This is an optimization exercise on Yosys and OpenROAD, whose aim is small area, a short achievable clock period and few clock cycles per item, not a production implementation.
At most, simulation tests tie the RTL to the original design; equivalence was not proved.
Only the layout flow was run in runs 2, 4 and 5; the RTL was not checked for function there.

==> design/flow/design.v <==
module math_expression_inverse #(
  parameter int W = 32
) (
  input  logic                  clk,
  input  logic                  reset,
  input  logic                  start,
  input  logic signed [2*W+3:0] q,
  input  logic                  rmd,
  input  logic signed [W-1:0]   a,
  input  logic signed [W-1:0]   b,
  input  logic signed [W-1:0]   d,
  output logic signed [W-1:0]   c,
  output logic                  valid,
  output logic                  busy,
  output logic                  err_div0,
  output logic                  inexact,
  output logic                  ovf
);
  localparam int NW = 2*W + 6;
  localparam int CW = $clog2(NW);
  typedef enum logic [2:0] {IDLE, PREP, DIV1, FIX1, DIV2, FIX2, DONE} state_t;
  state_t state, state_nxt;
  logic signed [2*W+3:0] q_r;
  logic                  rmd_r;
  logic signed [W-1:0]   a_r, b_r, d_r;
  logic [NW-1:0]         dvd, dvs, rem;
  logic [CW-1:0]         cnt;
  logic                  neg, div0;
  logic signed [W-1:0]   c_r;
  logic                  err_r, ovf_r;
  function automatic logic [NW-1:0] mag(input logic [NW-1:0] v);
    mag = v[NW-1] ? -v : v;
  endfunction
  logic signed [NW-1:0] q_x, d_x, a_x, b_x, n_s, d1_s;
  assign q_x  = NW'(q_r);
  assign d_x  = NW'(d_r);
  assign a_x  = NW'(a_r);
  assign b_x  = NW'(b_r);
  assign n_s  = (q_x <<< 1) + {{(NW-1){1'b0}}, rmd_r} + (d_x <<< 2);
  assign d1_s = a_x - b_x;
  logic [NW:0]   rem_sh;
  logic [NW+1:0] diff;
  logic          take;
  assign rem_sh = {rem, dvd[NW-1]};
  assign diff   = {1'b0, rem_sh} - {2'b00, dvs};
  assign take   = ~diff[NW+1];
  logic          last;
  logic [NW-1:0] y_v, ym1_v, cf_v;
  logic [NW-W:0] top;
  logic          ovf_v;
  assign last  = (cnt == CW'(NW-1));
  assign y_v   = neg ? -dvd : dvd;
  assign ym1_v = y_v - NW'(1);
  assign cf_v  = neg ? -dvd : dvd;
  assign top   = cf_v[NW-1:W-1];
  assign ovf_v = !((&top) || !(|top));
  always_ff @(posedge clk or posedge reset) begin
    if (reset) state <= IDLE;
    else       state <= state_nxt;
  end
  always_comb begin
    state_nxt = state;
    case (state)
      IDLE:    if (start) state_nxt = PREP;
      PREP:    state_nxt = (d1_s == '0) ? FIX2 : DIV1;
      DIV1:    if (last) state_nxt = FIX1;
      FIX1:    state_nxt = DIV2;
      DIV2:    if (last) state_nxt = FIX2;
      FIX2:    state_nxt = DONE;
      DONE:    state_nxt = IDLE;
      default: state_nxt = IDLE;
    endcase
  end
  always_ff @(posedge clk or posedge reset) begin
    if (reset) begin
      q_r <= '0; rmd_r <= 1'b0; a_r <= '0; b_r <= '0; d_r <= '0;
      dvd <= '0; dvs <= '0; rem <= '0; cnt <= '0;
      neg <= 1'b0; div0 <= 1'b0;
      c_r <= '0; err_r <= 1'b0; ovf_r <= 1'b0;
    end else begin
      case (state)
        IDLE: if (start) begin
          q_r <= q; rmd_r <= rmd; a_r <= a; b_r <= b; d_r <= d;
        end
        PREP: begin
          div0 <= (d1_s == '0);
          dvd  <= mag(n_s);
          dvs  <= mag(d1_s);
          rem  <= '0;
          cnt  <= '0;
          neg  <= n_s[NW-1] ^ d1_s[NW-1];
        end
        DIV1, DIV2: begin
          rem <= take ? diff[NW-1:0] : rem_sh[NW-1:0];
          dvd <= {dvd[NW-2:0], take};
          cnt <= cnt + CW'(1);
        end
        FIX1: begin
          dvd <= mag(ym1_v);
          dvs <= NW'(3);
          rem <= '0;
          cnt <= '0;
          neg <= ym1_v[NW-1];
        end
        FIX2: begin
          err_r <= div0;
          c_r   <= div0 ? '0 : cf_v[W-1:0];
          ovf_r <= !div0 && ovf_v;
        end
        default: ;
      endcase
    end
  end
  logic inx_acc, inx_r;
  always_ff @(posedge clk or posedge reset) begin
    if (reset) begin
      inx_acc <= 1'b0;
      inx_r   <= 1'b0;
    end else begin
      case (state)
        PREP:    inx_acc <= 1'b0;
        FIX1:    inx_acc <= |rem;
        FIX2:    inx_r   <= !div0 && (inx_acc || (|rem));
        default: ;
      endcase
    end
  end
  assign inexact  = inx_r;
  assign c        = c_r;
  assign err_div0 = err_r;
  assign ovf      = ovf_r;
  assign valid    = (state == DONE);
  assign busy     = (state != IDLE);
endmodule
==> design/flow/run.sh <==
#!/bin/bash
# synth_recipe.tcl (not shown) runs the flow's synth.tcl, then flattens the netlist and writes it again
# the make line also repeats each setting of config.mk as NAME=value (left out here)
make -C /OpenROAD-flow-scripts/flow DESIGN_CONFIG=/design/flow/config.mk WORK_HOME=/design/flow/orfs CLKGATE_MAP_FILE= SYNTH_SCRIPT=/design/flow/synth_recipe.tcl finish
==> design/flow/config.mk <==
export PLATFORM = sky130hd
export DESIGN_NAME = math_expression_inverse
export DESIGN_NICKNAME = math_expression_inverse
export VERILOG_FILES = /design/flow/design.v
export SDC_FILE = /design/flow/constraint.sdc
export NUM_CORES = 4
export LEC_CHECK = 0
export CAP_MARGIN = 20
export CORE_MARGIN = 2
export CORE_UTILIZATION = 40
export SLEW_MARGIN = 20
==> design/flow/constraint.sdc <==
create_clock -name core_clock -period 8.5 [get_ports {clk}]
set_input_delay 1.7000 -clock core_clock [delete_from_list [all_inputs] [get_ports {clk}]]
set_output_delay 1.7000 -clock core_clock [all_outputs]
set_load 0.01 [all_outputs]
==> summary.txt, run 1 <==
# TYPE chip_impl_metric gauge
chip_impl_info{name="timing.hold.worst.class",value="reg2reg"} 1
chip_impl_metric{name="die_ht",unit="um"} 307.6
chip_impl_metric{name="cts-root-to-sink-buffers",unit=""} 3
chip_impl_metric{name="worst_setup_hold_path_clk_slew",unit="ns"} 0.06
chip_impl_metric{name="syn_inst",unit=""} 4565
chip_impl_metric{name="max_slew_margin",unit="%"} 28.47
chip_impl_metric{name="netlist-cell-type-count",unit=""} 102
chip_impl_metric{name="post-synth-top-area-fraction",unit="%"} 28.71
chip_impl_info{name="synth.top_cells.by_area",value="sky130_fd_sc_hd__dfrtp_1 29%, sky130_fd_sc_hd__ha_1 5.9%, sky130_fd_sc_hd__xnor2_1 5.6%"} 1
chip_impl_metric{name="post_synth_and_or_nand_nor_area_fraction",unit="%"} 21.54
chip_impl_metric{name="synth_adder_area_share",unit="%"} 6.102
chip_impl_metric{name="cts_resized",unit=""} 0
chip_impl_info{name="timing_worst_setup_path_type",value="reg2reg"} 1
chip_impl_metric{name="yosys_register_bits",unit=""} 423
chip_impl_metric{name="antenna_cells_inserted",unit=""} 0
chip_impl_metric{name="post-route-drc-count",unit=""} 0
chip_impl_metric{name="place_area",unit="um2"} 39860
chip_impl_metric{name="timing.final.crit_period",unit="ns"} 7.195
chip_impl_metric{name="post-place-cells",unit=""} 5745
chip_impl_metric{name="clock_latency",unit="ns"} 0.66
chip_impl_metric{name="fmaxAchievable",unit="GHz"} 0.1390
chip_impl_metric{name="overflow",unit=""} 0
chip_impl_metric{name="clock-skew-final",unit="ns"} 0.04102
chip_impl_info{name="worst_setup_path_end_kind",value="register"} 1
chip_impl_metric{name="synth_xor_xnor_area_share",unit="%"} 9.495
chip_impl_info{name="run_status",value="complete, no violations"} 1
chip_impl_metric{name="tritoncts_num_sinks",unit=""} 423
chip_impl_metric{name="max_slew.worst_pin.slew",unit="ns"} 1.070
chip_impl_metric{name="drt_first_iter_violations",unit=""} 3430
chip_impl_metric{name="start_util",unit="%"} 40.28
chip_impl_metric{name="synth.mux.area_fraction",unit="%"} 4.669
chip_impl_metric{name="io-pin-count",unit=""} 205
chip_impl_metric{name="routabilityCongestion",unit=""} 0.9828
chip_impl_info{name="cp-start-kind",value="register"} 1
chip_impl_info{name="mostFrequentLayoutCells",value="422 x sky130_fd_sc_hd__dfrtp_1, 418 x sky130_fd_sc_hd__nand2_1, 365 x sky130_fd_sc_hd__nor2_1"} 1
chip_impl_metric{name="grt_util_all_layers",unit="%"} 25.35
chip_impl_metric{name="cts_inserted_buffers",unit=""} 51
chip_impl_info{name="grt_setup_unrepaired",value="false"} 1
chip_impl_metric{name="ant_nets",unit=""} 0
chip_impl_metric{name="timing.setup.tns",unit="ns"} 0
chip_impl_metric{name="setup_viol_count_final",unit=""} 0
chip_impl_metric{name="final_hold_viol_count",unit=""} 0
chip_impl_info{name="synth_top_family_by_area",value="compound AO/OA/AOI/OAI gates"} 1
chip_impl_metric{name="final_max_slew_viol_count",unit=""} 0
chip_impl_metric{name="critical_path_arrival",unit="ns"} 7.72
chip_impl_metric{name="std_cell_rows",unit=""} 111
chip_impl_metric{name="grt_max_degree",unit=""} 188
chip_impl_metric{name="synth_compound_gate_area_share",unit="%"} 24.72
chip_impl_metric{name="vias_per_cell",unit=""} 6.043
chip_impl_metric{name="syn_area_per_cell",unit="um2"} 8.077
chip_impl_metric{name="layout.nets",unit=""} 4958
chip_impl_info{name="cts_tree",value="done"} 1
chip_impl_metric{name="ys_warn_count",unit=""} 1
chip_impl_metric{name="numPortBuffers",unit=""} 204
chip_impl_metric{name="routed_wirelength",unit="mm"} 122.9
chip_impl_metric{name="synthesis.nets",unit=""} 4911
chip_impl_metric{name="areaGrowthSynthToFinish",unit="%"} 12.87
chip_impl_metric{name="peak_fanout_along_the_critical_path",unit=""} 37
chip_impl_metric{name="detailedPlacementHpwl",unit="mm"} 92.05
chip_impl_metric{name="critPathRequiredTime",unit="ns"} 9.02
chip_impl_metric{name="grt_pass1_wl",unit="mm"} 192.2
chip_impl_metric{name="synth-async-reset-ratio",unit="%"} 100.0
chip_impl_metric{name="number_of_antenna_violations_at_the_first_check_in_global_routing",unit=""} 3
chip_impl_metric{name="drt_pre_antenna_iters",unit=""} 6
chip_impl_metric{name="post_cts_buffers",unit=""} 0
chip_impl_metric{name="die_width",unit="um"} 307.6
chip_impl_metric{name="cts_max_level",unit=""} 2
chip_impl_info{name="synth_top_flop_cell",value="sky130_fd_sc_hd__dfrtp_1"} 1
chip_impl_metric{name="core_region_area",unit="um2"} 91520
chip_impl_metric{name="portion_of_the_post_synthesis_area_used_by_sequential_elements",unit="%"} 28.71
chip_impl_metric{name="cts-hold-fix-buffers",unit=""} 0
chip_impl_metric{name="post-route-cell-area",unit="um2"} 41620
chip_impl_metric{name="layout_worst_path_cycle_share",unit="%"} 84.65
chip_impl_metric{name="wl_per_cell",unit="um"} 21.06
chip_impl_metric{name="synth-edff-count",unit=""} 0
chip_impl_metric{name="synth.cell_area",unit="um2"} 36870
chip_impl_metric{name="detailroute.via_count",unit=""} 35270
chip_impl_metric{name="grt_pass1_vias",unit=""} 32650
chip_impl_metric{name="layout-drive-gt1-share",unit="%"} 8.043
chip_impl_metric{name="max_cap_violations",unit=""} 0
chip_impl_info{name="mostFrequentLayoutCell",value="sky130_fd_sc_hd__dfrtp_1"} 1
chip_impl_info{name="netlist.top_cell.by_area",value="sky130_fd_sc_hd__dfrtp_1"} 1
chip_impl_metric{name="dieArea",unit="um2"} 94620
chip_impl_metric{name="layoutNonFillerInstCount",unit=""} 5836
chip_impl_metric{name="fill_cells",unit=""} 9185
chip_impl_info{name="clk_root_buffer_cell",value="sky130_fd_sc_hd__clkbuf_16"} 1
-- metal layers --
metal | part of all wire, % | vias to the layer above | wire, um | global-route usage (%)
met5 | 0.0065 | - | 8 | 0
met4 | 2.5 | 2 | 3105 | 6.478
met3 | 7.5 | 150 | 9179 | 3.744
met2 | 41 | 1275 | 49900 | 36.32
met1 | 49 | 16940 | 60720 | 39.20
li1 | - | 16900 | - | -
-- metrics by stage --
stage / util [%] / setup slack [ns] / hold WS, ns
3_3_place_gp: 43.55 / 1.470 / 0.4642
3_5_place_dp: 43.55 / 1.432 / 0.4707
6_report: 45.47 / 1.305 / 0.4763
2_1_floorplan: - / 1.093 / 0.4485
4_1_cts: 45.47 / 1.357 / 0.4846
5_1_grt: 45.47 / 0.8542 / 0.5111
-- final timing paths --
path	start	to	slack (ns)	cells past startpoint
min in group asynchronous	reset	dvd[20]	1.45	2
hold / removal	c_r[19]	c_r[19]	0.48	2
setup reg to reg	dvd[2]	dvd[63]	1.31	17
setup / recovery	dvd[2]	dvd[63]	1.31	17
max in group asynchronous	reset	q_r[47]	5.32	4
hold reg to reg	c_r[19]	c_r[19]	0.48	2
-- cells in the mapped netlist, types with 121 or more instances --
| cell | count |
|---|---|
| sky130_fd_sc_hd__xnor2_1 | 236 |
| sky130_fd_sc_hd__nand2_1 | 421 |
| sky130_fd_sc_hd__dfrtp_1 | 423 |
| sky130_fd_sc_hd__xor2_1 | 160 |
| sky130_fd_sc_hd__clkbuf_1 | 215 |
| sky130_fd_sc_hd__mux2_2 | 136 |
| sky130_fd_sc_hd__o21ai_0 | 349 |
| sky130_fd_sc_hd__a21oi_1 | 294 |
| sky130_fd_sc_hd__nor2_1 | 369 |
| sky130_fd_sc_hd__ha_1 | 175 |
| sky130_fd_sc_hd__inv_1 | 187 |
| sky130_fd_sc_hd__nor3_1 | 121 |
-- cells by family after synthesis --
kind of cell | after synthesis
AOI/OAI and AO/OA | 1385
xor gates and xnor gates | 398
adders and majority gates | 178
buffers and inverters | 453
DFF | 423
muxes | 155
and+or+nand+nor | 1573
-- worst max-delay path, stage by stage (launching register included) --
cell	delay (ns)
sky130_fd_sc_hd__dfrtp_1	0.57
sky130_fd_sc_hd__nor3_1	0.58
sky130_fd_sc_hd__nand4_1	0.98
sky130_fd_sc_hd__buf_4	0.48
sky130_fd_sc_hd__o41ai_1	0.41
sky130_fd_sc_hd__xor2_1	0.66
sky130_fd_sc_hd__and2_1	0.26
sky130_fd_sc_hd__and4_1	0.19
sky130_fd_sc_hd__buf_4	0.24
sky130_fd_sc_hd__nand4_1	0.11
sky130_fd_sc_hd__buf_4	0.22
sky130_fd_sc_hd__nor4_2	0.61
sky130_fd_sc_hd__or2_2	0.70
sky130_fd_sc_hd__buf_12	0.28
sky130_fd_sc_hd__a41oi_1	0.08
sky130_fd_sc_hd__xor2_1	0.20
sky130_fd_sc_hd__a211oi_1	0.09
sky130_fd_sc_hd__or3_1	0.37
-- layout make-up --
| type | count | area (um2) | share of cell area (%) |
|---|---|---|---|
| multi-input combinational | 3689 | 24580 | 59.07 |
| sequential | 423 | 10590 | 25.44 |
| timing repair buffer | 259 | 2492 | 5.989 |
| tap | 1186 | 1484 | 3.566 |
| clock buffer | 70 | 1459 | 3.506 |
| inverter | 188 | 709.4 | 1.705 |
| clock inverter | 21 | 301.5 | 0.7246 |
-- registers in the layout, summed over array words and instances (netlist names), 7 cells and up --
name  cells
rem      70
cnt       7
q_r      68
d_r      32
b_r      32
a_r      32
c_r      32
dvd      70
dvs      70
Testbench counts, summed over its fixed seeds: cycles 258,934, jobs 1,920.
==> run 2, diff against run 1 <==
==> design/flow/design.v (replaced) <==
module math_expression_inverse #(
  parameter int W = 32
) (
  input  logic                  clk,
  input  logic                  reset,
  input  logic                  start,
  input  logic signed [2*W+3:0] q,
  input  logic                  rmd,
  input  logic signed [W-1:0]   a,
  input  logic signed [W-1:0]   b,
  input  logic signed [W-1:0]   d,
  output logic signed [W-1:0]   c,
  output logic                  valid,
  output logic                  busy,
  output logic                  err_div0,
  output logic                  inexact,
  output logic                  ovf
);
  localparam int S  = 3;                       
  localparam int NB = 2*W + 6;                 
  localparam int L  = S * ((NB + S - 1) / S);  
  localparam int K  = 33;                      
  localparam int NC = L / S;                   
  localparam int CW = $clog2(NC + 1);
  localparam int TW = ((K > W + 1) ? K : W + 1) + 1;
  logic [L-1:0]  qr;      
  logic [W-1:0]  rr;      
  logic [W:0]    dx;      
  logic          sd;      
  logic          sn;      
  logic [CW-1:0] cnt;
  logic [1:0]    r3;      
  logic          ff;      
  logic          nz;      
  logic [NB-1:0] n_in;
  logic [W:0]    d1_in, dx_in;
  assign n_in  = {q[2*W+3], q, rmd} + {{(NB-W-2){d[W-1]}}, d, 2'b00};
  assign d1_in = {a[W-1], a} - {b[W-1], b};
  assign dx_in = d1_in[W] ? d1_in : ~d1_in;
  logic dc, div0, d_is1;
  assign dc    = ~sd;
  assign div0  = ~sd & (&dx);
  assign d_is1 = (&dx[W:1]) & (dx[0] == sd);
  logic first;
  assign first = (cnt == '0);
  logic [K-1:0]  t_top;
  logic [TW-1:0] d_t;
  logic          skip;
  assign t_top = qr[L-1 -: K] ^ {K{sn}};
  assign d_t   = TW'(t_top) + {{(TW-W-1){dx[W]}}, dx} + TW'(dc);
  assign skip  = first & d_t[TW-1];
  logic [S:0][W-1:0] rs;
  logic [S:0][1:0]   r3s;
  logic [S:0]        fs;
  logic [S-1:0]      q3, tk;
  always_comb begin
    rs[0]  = rr;
    r3s[0] = r3;
    fs[0]  = first ? d_is1 : ff;
    for (int i = 0; i < S; i++) begin
      logic          x;
      logic [W:0]    rsh;
      logic [W+1:0]  df;
      logic [2:0]    t;
      x      = qr[L-1-i] ^ sn;
      rsh    = {rs[i], x};
      df     = {1'b0, rsh} + {dx[W], dx} + (W+2)'(dc);
      tk[i]  = ~df[W+1];
      rs[i+1] = tk[i] ? df[W-1:0] : rsh[W-1:0];
      fs[i+1] = (fs[i] & x) | (&df);
      t      = {r3s[i], tk[i]};
      q3[S-1-i] = (t >= 3'd3);
      r3s[i+1]  = q3[S-1-i] ? 2'(t - 3'd3) : t[1:0];
    end
  end
  logic last;
  assign last  = (cnt == CW'(NC));
  assign valid = busy & (div0 | last);
  always_ff @(posedge clk or posedge reset) begin
    if (reset) busy <= 1'b0;
    else       busy <= busy ? ~valid : start;
  end
  always_ff @(posedge clk) begin
    if (!busy) begin
      qr  <= {{(L-NB){n_in[NB-1]}}, n_in};
      sn  <= n_in[NB-1];
      dx  <= dx_in;
      sd  <= d1_in[W];
      rr  <= '0;
      cnt <= '0;
      r3  <= '0;
      nz  <= 1'b0;
      ff  <= 1'b0;
    end else if (skip) begin
      qr  <= {qr[L-K-1:0], {K{1'b0}}};
      rr  <= W'(t_top);
      cnt <= CW'(K / S);
      ff  <= &d_t;
    end else begin
      qr  <= {qr[L-S-1:0], q3};
      rr  <= rs[S];
      cnt <= cnt + CW'(1);
      r3  <= r3s[S];
      nz  <= nz | (|tk);
      ff  <= fs[S];
    end
  end
  logic delta, inx1, sy, adj, inx2;
  logic [W:0] cs, kx;
  assign delta = sn & ff;
  assign inx1  = sn ? ~ff : (|rr);
  assign sy    = (sn ^ sd) | ~(nz | delta);
  always_comb begin
    if (sy) begin
      adj  = (r3 == 2'd2) | ((r3 == 2'd1) & delta);
      inx2 = ~(((r3 == 2'd2) & ~delta) | ((r3 == 2'd1) & delta));
      kx   = adj ? '0 : (W+1)'(1);
    end else begin
      adj  = (r3 == 2'd0) & ~delta;
      inx2 = ~(((r3 == 2'd1) & ~delta) | ((r3 == 2'd0) & delta));
      kx   = adj ? '1 : '0;
    end
  end
  assign cs = ({1'b0, qr[W-1:0]} ^ {(W+1){sy}}) + kx;
  assign c        = div0 ? '0 : cs[W-1:0];
  assign err_div0 = div0;
  assign inexact  = ~div0 & (inx1 | inx2);
  assign ovf      = ~div0 & ((|qr[L-1:W]) | (cs[W] ^ cs[W-1]));
endmodule
==> summary.txt, run 2 <==
# TYPE chip_impl_metric gauge
chip_impl_metric{name="areaGrowthSynthToFinish",unit="%"} 33.61
chip_impl_metric{name="layout-drive-gt1-share",unit="%"} 19.40
chip_impl_metric{name="synthesis.nets",unit=""} 3440
chip_impl_metric{name="critPathRequiredTime",unit="ns"} 8.80
chip_impl_metric{name="netlist-cell-type-count",unit=""} 106
chip_impl_metric{name="portion_of_the_post_synthesis_area_used_by_sequential_elements",unit="%"} 14.74
chip_impl_metric{name="fill_cells",unit=""} 5465
chip_impl_metric{name="clock_latency",unit="ns"} 0.48
chip_impl_metric{name="number_of_antenna_violations_at_the_first_check_in_global_routing",unit=""} 0
chip_impl_metric{name="layout_worst_path_cycle_share",unit="%"} 102.6
chip_impl_metric{name="max_cap_violations",unit=""} 0
chip_impl_metric{name="yosys_register_bits",unit=""} 149
chip_impl_metric{name="start_util",unit="%"} 40.32
chip_impl_metric{name="final_max_slew_viol_count",unit=""} 0
chip_impl_metric{name="post-route-cell-area",unit="um2"} 30260
chip_impl_info{name="rr_startpoint",value="sn"} 1
chip_impl_info{name="crit_slowest_cell",value="sky130_fd_sc_hd__edfxtp_1"} 1
chip_impl_metric{name="critical_path_arrival",unit="ns"} 9.02
chip_impl_info{name="cp-start-kind",value="register"} 1
chip_impl_info{name="startpoint",value="sn"} 1
chip_impl_metric{name="met1_length",unit="mm"} 43.42
chip_impl_info{name="cts_tree",value="done"} 1
chip_impl_metric{name="post-place-cells",unit=""} 4257
chip_impl_metric{name="routabilityCongestion",unit=""} 1.019
chip_impl_metric{name="routed-wl-met3",unit="mm"} 7.457
chip_impl_metric{name="fmaxAchievable",unit="GHz"} 0.1147
chip_impl_metric{name="tritoncts_num_sinks",unit=""} 149
chip_impl_metric{name="std_cell_rows",unit=""} 87
chip_impl_metric{name="synth.cell_area",unit="um2"} 22650
chip_impl_metric{name="numPortBuffers",unit=""} 204
chip_impl_metric{name="ant_nets",unit=""} 0
chip_impl_info{name="clk_root_buffer_cell",value="sky130_fd_sc_hd__clkbuf_16"} 1
chip_impl_metric{name="clock-skew-final",unit="ns"} 0.01721
chip_impl_metric{name="largest_register_ffs",unit=""} 72
chip_impl_metric{name="grt_util_all_layers",unit="%"} 30.93
chip_impl_metric{name="final_setup_margin",unit="ns"} -0.2211
chip_impl_metric{name="critPathMaxStageDelay",unit="ns"} 0.47
chip_impl_metric{name="wl_per_cell",unit="um"} 21.96
chip_impl_info{name="timing.hold.worst.class",value="reg2reg"} 1
chip_impl_info{name="mostFrequentLayoutCell",value="sky130_fd_sc_hd__buf_4"} 1
chip_impl_info{name="run_status",value="complete, but fails checks"} 1
chip_impl_metric{name="routed_wirelength",unit="mm"} 95.08
chip_impl_metric{name="grt_pass1_wl",unit="mm"} 141.9
chip_impl_metric{name="io-pin-count",unit=""} 205
chip_impl_metric{name="timing.final.crit_period",unit="ns"} 8.721
chip_impl_metric{name="drt_first_iter_violations",unit=""} 2175
chip_impl_metric{name="drt_pre_antenna_iters",unit=""} 7
chip_impl_info{name="reg_top3",value="qr (72), dx (33), rr (32)"} 1
chip_impl_info{name="grt_setup_unrepaired",value="true"} 1
chip_impl_info{name="worst_setup_path_end_kind",value="register"} 1
chip_impl_metric{name="layout.core_utilization",unit="%"} 53.87
chip_impl_metric{name="place_area",unit="um2"} 28520
chip_impl_metric{name="synth-edff-count",unit=""} 35
chip_impl_metric{name="overflow",unit=""} 0
chip_impl_info{name="failed_checks",value="negative setup slack"} 1
chip_impl_metric{name="cts_inserted_buffers",unit=""} 17
chip_impl_metric{name="die_width",unit="um"} 241.9
chip_impl_info{name="top_layer",value="met4"} 1
chip_impl_info{name="synth_top_flop_cell",value="sky130_fd_sc_hd__dfxtp_1"} 1
chip_impl_metric{name="routed-wl-met2",unit="mm"} 40.99
chip_impl_metric{name="cts-hold-fix-buffers",unit=""} 0
chip_impl_info{name="synth.top_cells.by_area",value="sky130_fd_sc_hd__ha_1 15%, sky130_fd_sc_hd__dfxtp_1 10%, sky130_fd_sc_hd__xnor2_1 6.7%"} 1
chip_impl_metric{name="worst_setup_hold_path_clk_slew",unit="ns"} 0.07
chip_impl_metric{name="final_hold_viol_count",unit=""} 0
chip_impl_metric{name="peak_fanout_along_the_critical_path",unit=""} 7
chip_impl_info{name="critical_path.most_common_cell",value="sky130_fd_sc_hd__a211oi_4"} 1
chip_impl_info{name="register_with_the_highest_flop_count",value="qr"} 1
chip_impl_metric{name="core_region_area",unit="um2"} 56170
chip_impl_metric{name="detailroute.via_count",unit=""} 25800
chip_impl_info{name="mostFrequentLayoutCells",value="428 x sky130_fd_sc_hd__buf_4, 281 x sky130_fd_sc_hd__nand2_1, 244 x sky130_fd_sc_hd__ha_1"} 1
chip_impl_metric{name="grt_pass1_vias",unit=""} 24190
chip_impl_info{name="timing_worst_setup_path_type",value="reg2reg"} 1
chip_impl_metric{name="post-route-drc-count",unit=""} 0
chip_impl_info{name="synthTopCellsByCount",value="298 x sky130_fd_sc_hd__nand2_1, 268 x sky130_fd_sc_hd__ha_1, 232 x sky130_fd_sc_hd__a21oi_1, 228 x sky130_fd_sc_hd__nor2_1, 182 x sky130_fd_sc_hd__o21ai_0"} 1
chip_impl_metric{name="max_slew_margin",unit="%"} 31.24
chip_impl_metric{name="r2r_slack",unit="ns"} -0.22
chip_impl_metric{name="syn_area_per_cell",unit="um2"} 7.566
chip_impl_metric{name="die_ht",unit="um"} 241.9
chip_impl_metric{name="detailedPlacementHpwl",unit="mm"} 78.29
chip_impl_metric{name="synth-async-reset-ratio",unit="%"} 0.6711
chip_impl_metric{name="dieArea",unit="um2"} 58530
chip_impl_info{name="synthMostInstantiatedCell",value="sky130_fd_sc_hd__nand2_1"} 1
chip_impl_metric{name="syn_inst",unit=""} 2993
chip_impl_info{name="netlist.top_cell.by_area",value="sky130_fd_sc_hd__ha_1"} 1
chip_impl_metric{name="max_slew.worst_pin.slew",unit="ns"} 1.031
chip_impl_metric{name="cts_max_level",unit=""} 4
chip_impl_metric{name="ys_warn_count",unit=""} 1
chip_impl_info{name="hp-start",value="cnt[0]"} 1
chip_impl_metric{name="setup_viol_count_final",unit=""} 35
chip_impl_metric{name="antenna_cells_inserted",unit=""} 0
chip_impl_metric{name="grt_max_degree",unit=""} 90
chip_impl_metric{name="vias_per_cell",unit=""} 5.961
chip_impl_metric{name="cts-root-to-sink-buffers",unit=""} 2
chip_impl_metric{name="post-synth-top-area-fraction",unit="%"} 14.81
chip_impl_metric{name="layoutNonFillerInstCount",unit=""} 4329
chip_impl_metric{name="layout.nets",unit=""} 4007
[run 2: what timing repair did]
action,CTS,global route
resized for setup,88,63
pin swaps,59,44
cloned,3,2
setup buffers,18,18
setup endpoints to repair,39,41
[run 2: worst paths after layout]
kind	endpoint	depth (start not counted)
min reg2reg	cnt[0]	1
max reg2reg	rr[30]	37
max in group asynchronous	busy	2
min in group asynchronous	busy	2
min	cnt[0]	1
max	rr[30]	37
[run 2: layer usage]
layer | up-vias | global-route usage, %
li1 | 12280 | -
met1 | 12350 | 43.42
met2 | 994 | 47.93
met3 | 175 | 5.605
met4 | 0 | 9.441
met5 | - | 0
[run 2: cell families after synthesis]
logic type / synth area share, %
simple gates: 21.18
fa+ha+maj: 15.78
other cells: 0.01656
xor+xnor: 11.13
mux: 3.879
flops: 14.74
compound gates: 28.73
buf+inv: 4.542
[run 2: layout make-up]
cell class                      instances  area (um2)  area share, %
Inverter                              132       506.7          1.675
Multi-Input combinational cell       2601       19150          63.30
Clock inverter                         15       157.7         0.5210
Sequential cell                       149        3342          11.05
Tap cell                              756       945.9          3.126
Clock buffer                           17       425.4          1.406
Timing Repair Buffer                  659        5728          18.93
[run 2: stage by stage]
stage               hold slack [ns]  setup WS (ns)  setup TNS (ns)
floorplan                    0.4503       -0.08863         -0.1272
global placement             0.4653        -0.4600          -10.37
detailed placement           0.4820        -0.5937          -17.53
CTS                          0.4983       -0.03766        -0.06759
global route                 0.5075        -0.4943          -13.91
finish                       0.4987        -0.2211          -3.285
[run 2: worst max-delay path: cells and delay by family (launching register included)]
| kind | cells | cell delay [ns] |
|---|---|---|
| compound gates | 17 | 3.71 |
| xor+xnor | 2 | 0.41 |
| fa+ha+maj | 3 | 0.95 |
| buf+inv | 5 | 0.81 |
| flops | 1 | 0.47 |
| mux | 2 | 0.65 |
| simple gates | 8 | 1.52 |
==> run 3, diff against run 2 <==
--- a/design/flow/design.v
+++ b/design/flow/design.v
@@ -16,10 +16,10 @@
   output logic                  inexact,
   output logic                  ovf
 );
-  localparam int S  = 3;                       
+  localparam int S  = 2;                       
   localparam int NB = 2*W + 6;                 
   localparam int L  = S * ((NB + S - 1) / S);  
-  localparam int K  = 33;                      
+  localparam int K  = 32;                      
   localparam int NC = L / S;                   
   localparam int CW = $clog2(NC + 1);
   localparam int TW = ((K > W + 1) ? K : W + 1) + 1;
==> summary.txt, run 3 <==
# TYPE chip_impl_metric gauge
chip_impl_info{name="run_status",value="complete, no violations"} 1
chip_impl_info{name="netlist.top_cell.by_area",value="sky130_fd_sc_hd__ha_1"} 1
chip_impl_metric{name="fmaxAchievable",unit="GHz"} 0.1319
chip_impl_metric{name="cts-hold-fix-buffers",unit=""} 0
chip_impl_metric{name="post-route-cell-area",unit="um2"} 22910
chip_impl_metric{name="cts-root-to-sink-buffers",unit=""} 2
chip_impl_metric{name="number_of_antenna_violations_at_the_first_check_in_global_routing",unit=""} 0
chip_impl_metric{name="io-pin-count",unit=""} 205
chip_impl_metric{name="place_area",unit="um2"} 22360
chip_impl_metric{name="clock_latency",unit="ns"} 0.45
chip_impl_metric{name="final_max_slew_viol_count",unit=""} 0
chip_impl_metric{name="cts_resized",unit=""} 0
chip_impl_metric{name="ys_warn_count",unit=""} 1
chip_impl_metric{name="netlist-cell-type-count",unit=""} 97
chip_impl_metric{name="routabilityCongestion",unit=""} 0.9869
chip_impl_info{name="cts_tree",value="done"} 1
chip_impl_metric{name="timing.final.crit_period",unit="ns"} 7.584
chip_impl_metric{name="synthesis.nets",unit=""} 3028
chip_impl_metric{name="layout.core_utilization",unit="%"} 46.90
chip_impl_info{name="synthTopCellsByCount",value="265 x sky130_fd_sc_hd__a21oi_1, 253 x sky130_fd_sc_hd__nand2_1, 234 x sky130_fd_sc_hd__ha_1, 195 x sky130_fd_sc_hd__o21ai_0, 188 x sky130_fd_sc_hd__nor2_1"} 1
chip_impl_metric{name="fill_cells",unit=""} 4984
chip_impl_metric{name="peak_fanout_along_the_critical_path",unit=""} 36
chip_impl_info{name="synthMostInstantiatedCell",value="sky130_fd_sc_hd__a21oi_1"} 1
chip_impl_metric{name="std_cell_rows",unit=""} 81
chip_impl_metric{name="dieArea",unit="um2"} 51100
chip_impl_metric{name="layout_worst_path_cycle_share",unit="%"} 89.23
chip_impl_metric{name="critical_path_arrival",unit="ns"} 5.88
chip_impl_metric{name="core_region_area",unit="um2"} 48850
chip_impl_metric{name="portion_of_the_post_synthesis_area_used_by_sequential_elements",unit="%"} 16.82
chip_impl_info{name="synth.top_cells.by_area",value="sky130_fd_sc_hd__ha_1 15%, sky130_fd_sc_hd__dfxtp_1 11%, sky130_fd_sc_hd__xnor2_1 7.3%"} 1
chip_impl_metric{name="wl_per_cell",unit="um"} 19.79
chip_impl_info{name="grt_setup_unrepaired",value="false"} 1
chip_impl_metric{name="synth-async-reset-ratio",unit="%"} 0.6757
chip_impl_metric{name="max_slew_margin",unit="%"} 29.68
chip_impl_metric{name="die_ht",unit="um"} 226.1
chip_impl_metric{name="routed_wirelength",unit="mm"} 67.99
chip_impl_metric{name="clock-skew-final",unit="ns"} 0.01453
chip_impl_metric{name="synth.cell_area",unit="um2"} 19720
chip_impl_metric{name="die_width",unit="um"} 226.1
chip_impl_metric{name="dpl_worst_slack",unit="ns"} 1.315
chip_impl_metric{name="setup_viol_count_final",unit=""} 0
chip_impl_metric{name="grt_pass1_wl",unit="mm"} 104.2
chip_impl_metric{name="post_cts_buffers",unit=""} 0
chip_impl_metric{name="max_slew.worst_pin.slew",unit="ns"} 1.055
chip_impl_info{name="mostFrequentLayoutCells",value="265 x sky130_fd_sc_hd__a21oi_1, 252 x sky130_fd_sc_hd__nand2_1, 234 x sky130_fd_sc_hd__ha_1"} 1
chip_impl_metric{name="syn_inst",unit=""} 2617
chip_impl_metric{name="antenna_cells_inserted",unit=""} 0
chip_impl_metric{name="syn_area_per_cell",unit="um2"} 7.537
chip_impl_metric{name="grt_max_degree",unit=""} 121
chip_impl_metric{name="post-route-drc-count",unit=""} 0
chip_impl_metric{name="synth-edff-count",unit=""} 35
chip_impl_info{name="synth_top_flop_cell",value="sky130_fd_sc_hd__dfxtp_1"} 1
chip_impl_metric{name="post-synth-top-area-fraction",unit="%"} 14.84
chip_impl_metric{name="worst_r2r_path_depth",unit=""} 27
chip_impl_metric{name="critPathRequiredTime",unit="ns"} 6.80
chip_impl_metric{name="start_util",unit="%"} 40.38
chip_impl_metric{name="numPortBuffers",unit=""} 204
chip_impl_metric{name="cts_inserted_buffers",unit=""} 17
chip_impl_info{name="timing_worst_setup_path_type",value="reg2out"} 1
chip_impl_metric{name="areaGrowthSynthToFinish",unit="%"} 16.15
chip_impl_info{name="worst_setup_path_end_kind",value="primary output"} 1
chip_impl_metric{name="drt_first_iter_violations",unit=""} 1605
chip_impl_metric{name="grt_util_all_layers",unit="%"} 25.91
chip_impl_metric{name="yosys_register_bits",unit=""} 148
chip_impl_metric{name="grt_pass1_vias",unit=""} 18850
chip_impl_metric{name="detailedPlacementHpwl",unit="mm"} 56.08
chip_impl_metric{name="detailroute.via_count",unit=""} 20090
chip_impl_info{name="cp-start-kind",value="register"} 1
chip_impl_info{name="register_with_the_highest_flop_count",value="qr"} 1
chip_impl_info{name="timing.hold.worst.class",value="reg2reg"} 1
chip_impl_metric{name="final_setup_margin",unit="ns"} 0.9158
chip_impl_metric{name="ant_nets",unit=""} 0
chip_impl_metric{name="timing.setup.tns",unit="ns"} 0
chip_impl_info{name="mostFrequentLayoutCell",value="sky130_fd_sc_hd__a21oi_1"} 1
chip_impl_metric{name="max_cap_violations",unit=""} 0
chip_impl_metric{name="worst_setup_hold_path_clk_slew",unit="ns"} 0.07
chip_impl_info{name="reg_top3",value="qr (70), dx (33), rr (32)"} 1
chip_impl_info{name="clk_root_buffer_cell",value="sky130_fd_sc_hd__clkbuf_16"} 1
chip_impl_metric{name="tritoncts_num_sinks",unit=""} 148
chip_impl_metric{name="drt_pre_antenna_iters",unit=""} 7
chip_impl_metric{name="layout-drive-gt1-share",unit="%"} 4.619
chip_impl_metric{name="vias_per_cell",unit=""} 5.849
chip_impl_metric{name="layout.nets",unit=""} 3169
chip_impl_metric{name="cts_max_level",unit=""} 4
chip_impl_metric{name="hold_path_depth",unit=""} 1
chip_impl_metric{name="final_hold_viol_count",unit=""} 0
chip_impl_metric{name="overflow",unit=""} 0
chip_impl_metric{name="largest_register_ffs",unit=""} 70
run 3: changes by cell type after synthesis, moves of 16 or more:
cell                        change
sky130_fd_sc_hd__nand3_1       -28
sky130_fd_sc_hd__o2bb2ai_1     -19
sky130_fd_sc_hd__a31oi_1       -21
sky130_fd_sc_hd__a21oi_1       +33
sky130_fd_sc_hd__ha_1          -34
sky130_fd_sc_hd__nor3_1        -16
sky130_fd_sc_hd__nor2_1        -40
sky130_fd_sc_hd__nand2_1       -45
sky130_fd_sc_hd__mux2i_1       -32
run 3: routing by layer:
metal | vias up | GRT usage [%] | share of wire (%) | wire (um)
met3 | 95 | 2.550 | 6.1 | 4139
met5 | - | 0 | 0 | 0
met2 | 676 | 40.63 | 44 | 29820
li1 | 9874 | - | - | -
met1 | 9446 | 37.59 | 48 | 32380
met4 | 0 | 7.152 | 2.4 | 1651
run 3: cell families after synthesis:
group	after synthesis	share of synthesized area (%)
fa+ha+maj	243	15.76
compound gates	864	27.93
buf+inv	213	4.231
flops	148	16.82
xor+xnor	285	12.69
simple gates	817	20.00
mux	46	2.544
other cells	1	0.01901
run 3: final cells by class:
cell class / instances / area [um2] / area share [%]
Clock inverter: 14 / 117.6 / 0.5134
Inverter: 115 / 431.7 / 1.884
Clock buffer: 18 / 429.2 / 1.873
Multi-Input combinational cell: 2256 / 15620 / 68.16
Tap cell: 664 / 830.8 / 3.626
Timing Repair Buffer: 220 / 2162 / 9.437
Sequential cell: 148 / 3322 / 14.50
run 3: path summary, 6_finish.rpt:
check	start	end	slack [ns]
setup / recovery	sd	ovf	0.92
hold / removal	cnt[0]	cnt[0]	0.48
setup reg to reg	sn	r3[1]	1.20
hold reg to reg	cnt[0]	cnt[0]	0.48
max in group asynchronous	reset	busy	7.02
min in group asynchronous	reset	busy	1.38
run 3: metrics by stage:
| step | std cells | hold slack [ns] |
|---|---|---|
| floorplan | 2617 | 0.4300 |
| global placement | 3403 | 0.4446 |
| detailed placement | 3403 | 0.4580 |
| CTS | 3435 | 0.4755 |
| global route | 3435 | 0.5034 |
| finish | 3435 | 0.4821 |
run 3: worst max-delay path: stages, from the launching register on:
cell and delay, ns:
sky130_fd_sc_hd__edfxtp_1 0.66, sky130_fd_sc_hd__o211ai_1 0.23, sky130_fd_sc_hd__o31ai_4 0.10, sky130_fd_sc_hd__buf_4 0.47, sky130_fd_sc_hd__o21a_1 0.20, sky130_fd_sc_hd__a311oi_1 0.05
sky130_fd_sc_hd__ha_1 0.26, sky130_fd_sc_hd__inv_1 0.09, sky130_fd_sc_hd__fa_1 0.18, sky130_fd_sc_hd__nor2b_1 0.07, sky130_fd_sc_hd__o311ai_1 0.29, sky130_fd_sc_hd__a211oi_1 0.12
sky130_fd_sc_hd__or3_1 0.41, sky130_fd_sc_hd__o31ai_1 0.43, sky130_fd_sc_hd__o31ai_1 0.17, sky130_fd_sc_hd__a31oi_1 0.19, sky130_fd_sc_hd__o21bai_1 0.13, sky130_fd_sc_hd__a311o_1 0.34
sky130_fd_sc_hd__xor2_1 0.15, sky130_fd_sc_hd__xnor2_1 0.14, sky130_fd_sc_hd__a31oi_1 0.18, sky130_fd_sc_hd__clkdlybuf4s50_1 0.56
Testbench counts of run 3, summed over its fixed seeds: cycles 42,547, jobs 1,920.
==> run 4, diff against run 3 <==
--- a/design/flow/design.v
+++ b/design/flow/design.v
@@ -47,7 +47,9 @@
   logic [TW-1:0] d_t;
   logic          skip;
   assign t_top = qr[L-1 -: K] ^ {K{sn}};
-  assign d_t   = TW'(t_top) + {{(TW-W-1){dx[W]}}, dx} + TW'(dc);
+  logic [TW:0]   d_tc;
+  assign d_tc  = {TW'(t_top), 1'b1} + {{(TW-W-1){dx[W]}}, dx, dc};    
+  assign d_t   = d_tc[TW:1];
   assign skip  = first & d_t[TW-1];
   logic [S:0][W-1:0] rs;
   logic [S:0][1:0]   r3s;
@@ -61,10 +63,12 @@
       logic          x;
       logic [W:0]    rsh;
       logic [W+1:0]  df;
+      logic [W+2:0]  dfc;
       logic [2:0]    t;
       x      = qr[L-1-i] ^ sn;
       rsh    = {rs[i], x};
-      df     = {1'b0, rsh} + {dx[W], dx} + (W+2)'(dc);
+      dfc    = {1'b0, rsh, 1'b1} + {dx[W], dx, dc};    
+      df     = dfc[W+2:1];
       tk[i]  = ~df[W+1];
       rs[i+1] = tk[i] ? df[W-1:0] : rsh[W-1:0];
       fs[i+1] = (fs[i] & x) | (&df);
==> summary.txt, run 4 <==
# TYPE chip_impl_metric gauge
chip_impl_info{name="run_status",value="complete, no violations"} 1
chip_impl_metric{name="fmaxAchievable",unit="GHz"} 0.1260
chip_impl_metric{name="cts-root-to-sink-buffers",unit=""} 2
chip_impl_metric{name="grt_util_all_layers",unit="%"} 27.01
chip_impl_metric{name="layout.nets",unit=""} 3218
chip_impl_metric{name="grt_pass1_vias",unit=""} 19890
chip_impl_metric{name="cts_inserted_buffers",unit=""} 17
chip_impl_metric{name="die_width",unit="um"} 227.2
chip_impl_metric{name="ant_nets",unit=""} 0
chip_impl_metric{name="post-synth-top-area-fraction",unit="%"} 14.94
chip_impl_metric{name="die_ht",unit="um"} 227.2
chip_impl_metric{name="syn_area_per_cell",unit="um2"} 7.446
chip_impl_metric{name="critPathRequiredTime",unit="ns"} 6.80
chip_impl_metric{name="worst_setup_hold_path_clk_slew",unit="ns"} 0.07
chip_impl_info{name="cts_tree",value="done"} 1
chip_impl_metric{name="critical_path_arrival",unit="ns"} 6.23
chip_impl_metric{name="grt_max_degree",unit=""} 84
chip_impl_metric{name="synthesis.nets",unit=""} 3089
chip_impl_metric{name="routabilityCongestion",unit=""} 1.000
chip_impl_metric{name="numPortBuffers",unit=""} 204
chip_impl_metric{name="layout.core_utilization",unit="%"} 47.22
chip_impl_metric{name="post_cts_buffers",unit=""} 0
chip_impl_info{name="worst_setup_path_end_kind",value="primary output"} 1
chip_impl_metric{name="layout-drive-gt1-share",unit="%"} 4.221
chip_impl_metric{name="core_region_area",unit="um2"} 49050
chip_impl_metric{name="max_cap_violations",unit=""} 0
chip_impl_metric{name="std_cell_rows",unit=""} 81
chip_impl_metric{name="overflow",unit=""} 0
chip_impl_metric{name="tritoncts_num_sinks",unit=""} 148
chip_impl_info{name="synth_top_family_by_area",value="compound AO/OA/AOI/OAI gates"} 1
chip_impl_metric{name="fill_cells",unit=""} 5056
chip_impl_info{name="synth_top_flop_cell",value="sky130_fd_sc_hd__dfxtp_1"} 1
chip_impl_metric{name="max_slew.worst_pin.slew",unit="ns"} 1.020
chip_impl_info{name="reg_top3",value="qr (70), dx (33), rr (32)"} 1
chip_impl_info{name="critical_path.most_common_cell",value="sky130_fd_sc_hd__a31oi_1"} 1
chip_impl_info{name="mostFrequentLayoutCells",value="268 x sky130_fd_sc_hd__nand2_1, 238 x sky130_fd_sc_hd__ha_1, 236 x sky130_fd_sc_hd__a21oi_1"} 1
chip_impl_metric{name="portion_of_the_post_synthesis_area_used_by_sequential_elements",unit="%"} 16.65
chip_impl_info{name="crit_slowest_cell",value="sky130_fd_sc_hd__edfxtp_1"} 1
chip_impl_info{name="netlist.top_cell.by_area",value="sky130_fd_sc_hd__ha_1"} 1
chip_impl_metric{name="synth_compound_gate_area_share",unit="%"} 28.12
chip_impl_metric{name="synth.mux.area_fraction",unit="%"} 2.059
chip_impl_info{name="timing_worst_setup_path_type",value="reg2out"} 1
chip_impl_metric{name="critPathMaxStageDelay",unit="ns"} 0.69
chip_impl_info{name="synthMostInstantiatedCell",value="sky130_fd_sc_hd__nand2_1"} 1
chip_impl_metric{name="synth-async-reset-ratio",unit="%"} 0.6757
chip_impl_metric{name="drt_first_iter_violations",unit=""} 1444
chip_impl_metric{name="peak_fanout_along_the_critical_path",unit=""} 32
chip_impl_metric{name="wl_per_cell",unit="um"} 20.34
chip_impl_metric{name="setup_viol_count_final",unit=""} 0
chip_impl_metric{name="timing.final.crit_period",unit="ns"} 7.934
chip_impl_metric{name="io-pin-count",unit=""} 205
chip_impl_metric{name="clock_latency",unit="ns"} 0.45
chip_impl_metric{name="cts-hold-fix-buffers",unit=""} 0
chip_impl_metric{name="detailroute.via_count",unit=""} 20560
chip_impl_metric{name="vias_per_cell",unit=""} 5.900
chip_impl_metric{name="final_hold_viol_count",unit=""} 0
chip_impl_metric{name="drt_pre_antenna_iters",unit=""} 5
chip_impl_metric{name="max_slew_margin",unit="%"} 31.81
chip_impl_metric{name="netlist-cell-type-count",unit=""} 96
chip_impl_info{name="timing.hold.worst.class",value="reg2reg"} 1
chip_impl_metric{name="synth.cell_area",unit="um2"} 19930
chip_impl_metric{name="r2r_slack",unit="ns"} 1.10
chip_impl_metric{name="timing.setup.tns",unit="ns"} 0
chip_impl_metric{name="areaGrowthSynthToFinish",unit="%"} 16.21
chip_impl_metric{name="post-route-drc-count",unit=""} 0
chip_impl_info{name="clk_root_buffer_cell",value="sky130_fd_sc_hd__clkbuf_16"} 1
chip_impl_metric{name="number_of_antenna_violations_at_the_first_check_in_global_routing",unit=""} 3
chip_impl_metric{name="cts_max_level",unit=""} 4
chip_impl_info{name="cp_cell_sequence",value="o211ai_1 > nand2_2 > and2_1 > buf_4 > ha_1 > a211oi_1 > nor2_1 > o41ai_1 > o31a_1 > o21ai_0 > a31oi_1 > a31oi_1 > a31o_2 > a21oi_1 > xnor2_1 > xnor2_1 > a31oi_1 > clkdlybuf4s50_1"} 1
chip_impl_metric{name="final_max_slew_viol_count",unit=""} 0
chip_impl_metric{name="clock-skew-final",unit="ns"} 0.01645
chip_impl_info{name="register_with_the_highest_flop_count",value="qr"} 1
chip_impl_metric{name="grt_pass1_wl",unit="mm"} 109.4
chip_impl_metric{name="detailedPlacementHpwl",unit="mm"} 57.97
chip_impl_metric{name="syn_inst",unit=""} 2677
chip_impl_metric{name="layout_worst_path_cycle_share",unit="%"} 93.34
chip_impl_metric{name="synth_xor_xnor_area_share",unit="%"} 11.81
chip_impl_info{name="synth.top_cells.by_area",value="sky130_fd_sc_hd__ha_1 15%, sky130_fd_sc_hd__dfxtp_1 11%, sky130_fd_sc_hd__xnor2_1 6.8%"} 1
chip_impl_metric{name="start_util",unit="%"} 40.64
chip_impl_metric{name="ys_warn_count",unit=""} 1
chip_impl_metric{name="largest_register_ffs",unit=""} 70
chip_impl_metric{name="synth-edff-count",unit=""} 35
chip_impl_metric{name="post_synth_and_or_nand_nor_area_fraction",unit="%"} 21.82
chip_impl_metric{name="routed_wirelength",unit="mm"} 70.85
chip_impl_metric{name="synth_adder_area_share",unit="%"} 15.54
chip_impl_metric{name="cts_resized",unit=""} 0
chip_impl_info{name="mostFrequentLayoutCell",value="sky130_fd_sc_hd__nand2_1"} 1
chip_impl_metric{name="yosys_register_bits",unit=""} 148
chip_impl_metric{name="dieArea",unit="um2"} 51640
chip_impl_info{name="cp-start-kind",value="register"} 1
chip_impl_info{name="grt_setup_unrepaired",value="false"} 1
chip_impl_info{name="synthTopCellsByCount",value="270 x sky130_fd_sc_hd__nand2_1, 238 x sky130_fd_sc_hd__ha_1, 236 x sky130_fd_sc_hd__a21oi_1, 215 x sky130_fd_sc_hd__nor2_1, 185 x sky130_fd_sc_hd__o21ai_0"} 1
[run 4: changes by cell type after synthesis, sizes merged, moves of 14 or more]
cell,previous run,this run
a21oi,267,239
nor2,189,215
inv,115,92
clkbuf,70,91
o21ai,205,226
nand2,253,270
nor3,43,60
and3,31,47
a21o,116,101
o21bai,39,25
[run 4: per-stage QoR]
| stage | setup WS (ns) | hold slack [ns] | cells | instance area [um2] |
|---|---|---|---|---|
| after CTS | 0.6072 | 0.4861 | 3483 | 23160 |
| final | 0.5659 | 0.4840 | 3484 | 23160 |
| after detailed placement | 1.133 | 0.4565 | 3451 | 22560 |
| after global placement | 1.255 | 0.4468 | 3451 | 22560 |
| after floorplan | 1.806 | 0.4300 | 2677 | 19930 |
| after global routing | 0.1270 | 0.5297 | 3483 | 23160 |
[run 4: area by class of cell]
type | instances | area, um2 | share of cell area [%]
antenna | 1 | 2.502 | 0.01080
multi-input combinational | 2324 | 15850 | 68.43
clock inverter | 15 | 177.7 | 0.7670
timing repair buffer | 223 | 2210 | 9.539
inverter | 92 | 345.3 | 1.491
tap | 664 | 830.8 | 3.586
clock buffer | 17 | 425.4 | 1.836
sequential | 148 | 3322 | 14.34
[run 4: final timing paths]
check | startpoint | endpoint | depth (start not counted)
min in group asynchronous | reset | busy | 2
max | sd | ovf | 18
min | cnt[0] | cnt[0] | 1
max reg2reg | sn | ff | 29
max in group asynchronous | reset | busy | 2
min reg2reg | cnt[0] | cnt[0] | 1
[run 4: logic make-up (layout without fill, tap and decap cells)]
| kind of cell | Yosys count | count (layout) |
|---|---|---|
| fa+ha+maj | 244 | 244 |
| flops | 148 | 148 |
| compound gates | 868 | 868 |
| simple gates | 905 | 905 |
| mux | 38 | 38 |
| xor+xnor | 268 | 268 |
| other cells | 1 | 2 |
| buf+inv | 205 | 347 |
[run 4: routing by layer]
metal	track usage, %	share of wire [%]
met5	0	0.018
met4	9.593	3.5
met3	3.175	4.6
met2	47.30	48
met1	34.11	44
[run 4: critical path: cells and delay by family, from the launching register on]
kind / cells / cell delay [ns]
AND/OR/NAND/NOR: 3 / 0.59
adder cells (fa/ha/maj): 1 / 0.32
buffers and inverters: 2 / 0.96
flip-flops: 1 / 0.69
XOR/XNOR: 2 / 0.35
AO/OA/AOI/OAI: 10 / 2.86
==> run 5, diff against run 4 <==
--- a/design/flow/config.mk
+++ b/design/flow/config.mk
@@ -5,7 +5,9 @@
 export SDC_FILE = /design/flow/constraint.sdc
 export NUM_CORES = 4
 export LEC_CHECK = 0
+export ABC_CLOCK_PERIOD_IN_PS = 3500
 export CAP_MARGIN = 20
 export CORE_MARGIN = 2
 export CORE_UTILIZATION = 40
+export SETUP_SLACK_MARGIN = 4.5
 export SLEW_MARGIN = 20
==> summary.txt, run 5 <==
# TYPE chip_impl_metric gauge
chip_impl_info{name="critical_path.most_common_cell",value="sky130_fd_sc_hd__buf_4"} 1
chip_impl_info{name="synth.top_cells.by_area",value="sky130_fd_sc_hd__ha_1 15%, sky130_fd_sc_hd__dfxtp_1 11%, sky130_fd_sc_hd__xnor2_1 6.8%"} 1
chip_impl_metric{name="synth.mux.area_fraction",unit="%"} 2.059
chip_impl_metric{name="peak_fanout_along_the_critical_path",unit=""} 7
chip_impl_metric{name="cts-hold-fix-buffers",unit=""} 0
chip_impl_info{name="synth_top_flop_cell",value="sky130_fd_sc_hd__dfxtp_1"} 1
chip_impl_metric{name="timing.setup.tns",unit="ns"} 0
chip_impl_info{name="cp-start-kind",value="register"} 1
chip_impl_metric{name="critPathRequiredTime",unit="ns"} 6.80
chip_impl_metric{name="clock-skew-final",unit="ns"} 0.01804
chip_impl_info{name="mostFrequentLayoutCells",value="239 x sky130_fd_sc_hd__nand2_1, 198 x sky130_fd_sc_hd__nor2_1, 198 x sky130_fd_sc_hd__buf_4"} 1
chip_impl_metric{name="clock_latency",unit="ns"} 0.48
chip_impl_metric{name="critical_path_arrival",unit="ns"} 4.65
chip_impl_metric{name="die_ht",unit="um"} 227.2
chip_impl_metric{name="max_cap_violations",unit=""} 0
chip_impl_metric{name="m3_gr_usage",unit="%"} 4.053
chip_impl_metric{name="grt_util_all_layers",unit="%"} 31.64
chip_impl_metric{name="final_max_slew_viol_count",unit=""} 0
chip_impl_metric{name="worst_setup_hold_path_clk_slew",unit="ns"} 0.08
chip_impl_metric{name="synth_compound_gate_area_share",unit="%"} 28.12
chip_impl_info{name="netlist.top_cell.by_area",value="sky130_fd_sc_hd__ha_1"} 1
chip_impl_metric{name="place_area",unit="um2"} 23020
chip_impl_metric{name="ant_nets",unit=""} 0
chip_impl_metric{name="start_util",unit="%"} 40.64
chip_impl_info{name="timing.hold.worst.class",value="reg2reg"} 1
chip_impl_metric{name="cts-root-to-sink-buffers",unit=""} 2
chip_impl_info{name="cp_cell_sequence",value="buf_4 > o211ai_1 > nand2_2 > buf_12 > xnor2_4 > ha_4 > a211oi_2 > nor2_2 > o41ai_4 > o31a_1 > o21ai_2 > a31oi_4 > a31oi_2 > a31o_2 > a21oi_4 > xnor2_2 > buf_4 > xnor2_1 > a31oi_1 > buf_2"} 1
chip_impl_info{name="r2r-end",value="ff"} 1
chip_impl_metric{name="post_synth_and_or_nand_nor_area_fraction",unit="%"} 21.82
chip_impl_metric{name="syn_inst",unit=""} 2677
chip_impl_info{name="run_status",value="complete, no violations"} 1
chip_impl_metric{name="timing.critical_path.buf_inv",unit=""} 4
chip_impl_metric{name="synth-edff-count",unit=""} 35
chip_impl_metric{name="synth-async-reset-ratio",unit="%"} 0.6757
chip_impl_info{name="reg_top3",value="qr (70), dx (33), rr (32)"} 1
chip_impl_metric{name="numPortBuffers",unit=""} 204
chip_impl_info{name="busiest_layer",value="met2"} 1
chip_impl_info{name="cts_tree",value="done"} 1
chip_impl_metric{name="synthesis.nets",unit=""} 3089
chip_impl_metric{name="post-route-drc-count",unit=""} 0
chip_impl_metric{name="synth_adder_area_share",unit="%"} 15.54
chip_impl_info{name="timing_worst_setup_path_type",value="reg2out"} 1
chip_impl_metric{name="post-synth-top-area-fraction",unit="%"} 14.94
chip_impl_metric{name="cts_inserted_buffers",unit=""} 17
chip_impl_metric{name="final_hold_viol_count",unit=""} 0
chip_impl_metric{name="wl_per_cell",unit="um"} 23.16
chip_impl_metric{name="syn_area_per_cell",unit="um2"} 7.446
chip_impl_metric{name="timing.final.crit_period",unit="ns"} 6.351
chip_impl_info{name="mostFrequentLayoutCell",value="sky130_fd_sc_hd__nand2_1"} 1
chip_impl_metric{name="number_of_antenna_violations_at_the_first_check_in_global_routing",unit=""} 0
chip_impl_metric{name="areaGrowthSynthToFinish",unit="%"} 47.34
chip_impl_info{name="synthMostInstantiatedCell",value="sky130_fd_sc_hd__nand2_1"} 1
chip_impl_info{name="synth_top_family_by_area",value="compound AO/OA/AOI/OAI gates"} 1
chip_impl_metric{name="critical_path_cell_count",unit=""} 20
chip_impl_metric{name="dieArea",unit="um2"} 51640
chip_impl_metric{name="max_slew.worst_pin.slew",unit="ns"} 0.8672
chip_impl_metric{name="tritoncts_num_sinks",unit=""} 148
chip_impl_metric{name="drt_first_iter_violations",unit=""} 2133
chip_impl_info{name="startpoint",value="sn"} 1
chip_impl_metric{name="grt_pass1_vias",unit=""} 21650
chip_impl_metric{name="largest_register_ffs",unit=""} 70
chip_impl_metric{name="routabilityCongestion",unit=""} 0.9749
chip_impl_metric{name="overflow",unit=""} 0
chip_impl_info{name="synthTopCellsByCount",value="270 x sky130_fd_sc_hd__nand2_1, 238 x sky130_fd_sc_hd__ha_1, 236 x sky130_fd_sc_hd__a21oi_1, 215 x sky130_fd_sc_hd__nor2_1, 185 x sky130_fd_sc_hd__o21ai_0"} 1
run 5: cell counts after synthesis:
No cell type changed its count.
run 5: worst reg2reg max path, delay by kind of cell (launching register included):
family                     cells  cell delay (ns)
AOI/OAI and AO/OA             10             2.25
adders and majority gates      2             0.48
xor gates and xnor gates       3             0.48
and+or+nand+nor                8             1.37
buffers and inverters          6             0.86
muxes                          1             0.28
DFF                            1             0.46
run 5: worst min-delay path by stage:
stage           start     end  slack, ns
6_report       cnt[0]  cnt[0]       0.49
2_1_floorplan  cnt[0]  cnt[0]       0.43
3_5_place_dp   cnt[0]  cnt[0]       0.46
3_3_place_gp   cnt[0]  cnt[0]       0.45
5_1_grt        cnt[0]  cnt[0]       0.52
4_1_cts        cnt[0]  cnt[0]       0.50
run 5: repair_timing:
item | in CTS | in global routing
resized for setup | 712 | 295
pin swaps | 241 | 184
endpoints found under the setup margin | 182 | 180
endpoints found under the hold margin | 0 | 0
cloned | 16 | 4
setup buffers | 175 | 73
run 5: layout make-up:
class / count / area [um2]
Inverter: 92 / 362.8
Clock inverter: 14 / 153.9
Tap cell: 664 / 830.8
Fill cell: 4417 / 19680
Timing Repair Buffer: 487 / 4710
Antenna cell: 2 / 5.005
Clock buffer: 18 / 450.4
Sequential cell: 148 / 3327
Multi-Input combinational cell: 2328 / 19530
run 5: kinds of logic after synthesis:
kind of cell | after synthesis
compound gates | 868
buf+inv | 205
flops | 148
xor+xnor | 268
fa+ha+maj | 244
simple gates | 905
mux | 38
other cells | 1
run 5: through the flow:
stage	cells	hold slack [ns]
floorplan	2677	0.4300
global placement	3451	0.4517
detailed placement	3451	0.4646
CTS	3674	0.4987
global route	3751	0.5239
finish	3753	0.4911
run 5: per-layer routing:
layer | wire length (um) | vias to the layer above
met2 | 38830 | 972
met3 | 6507 | 161
met5 | 0 | -
li1 | - | 10660
met4 | 2079 | 0
met1 | 39500 | 11180

[separate check: timing with driven ports]
No port has a modelled driver above. Below, the same layouts with a new extraction and two added sets of constraints. Step 1: set_driving_cell puts a clkbuf_16 on clk and a buf_2 on each other input, an assumption about the parent block. Step 2 times the ports against the registers' clock, not the clock port: input delays grow and output delays shrink by t, the midpoint of the rising clock arrivals with the driver on. Three values: no drivers, after step 1, after step 2; two values: the first two.
run | t, ns | setup WS [ns] | hold WS [ns] | pins driven straight from the clock port
run 1 | 0.704 | 1.305 / 1.305 / 1.305 | 0.476 / 0.476 / 0.476 | 1
run 2 | 0.533 | -0.221 / -0.221 / -0.221 | 0.499 / 0.499 / 0.499 | 1
run 3 | 0.490 | 0.916 / 0.867 / 1.200 | 0.482 / 0.482 / 0.482 | 1
run 4 | 0.496 | 0.566 / 0.514 / 1.010 | 0.484 / 0.484 / 0.484 | 1
run 5 | 0.520 | 2.149 / 2.096 / 2.252 | 0.491 / 0.491 / 0.491 | 1
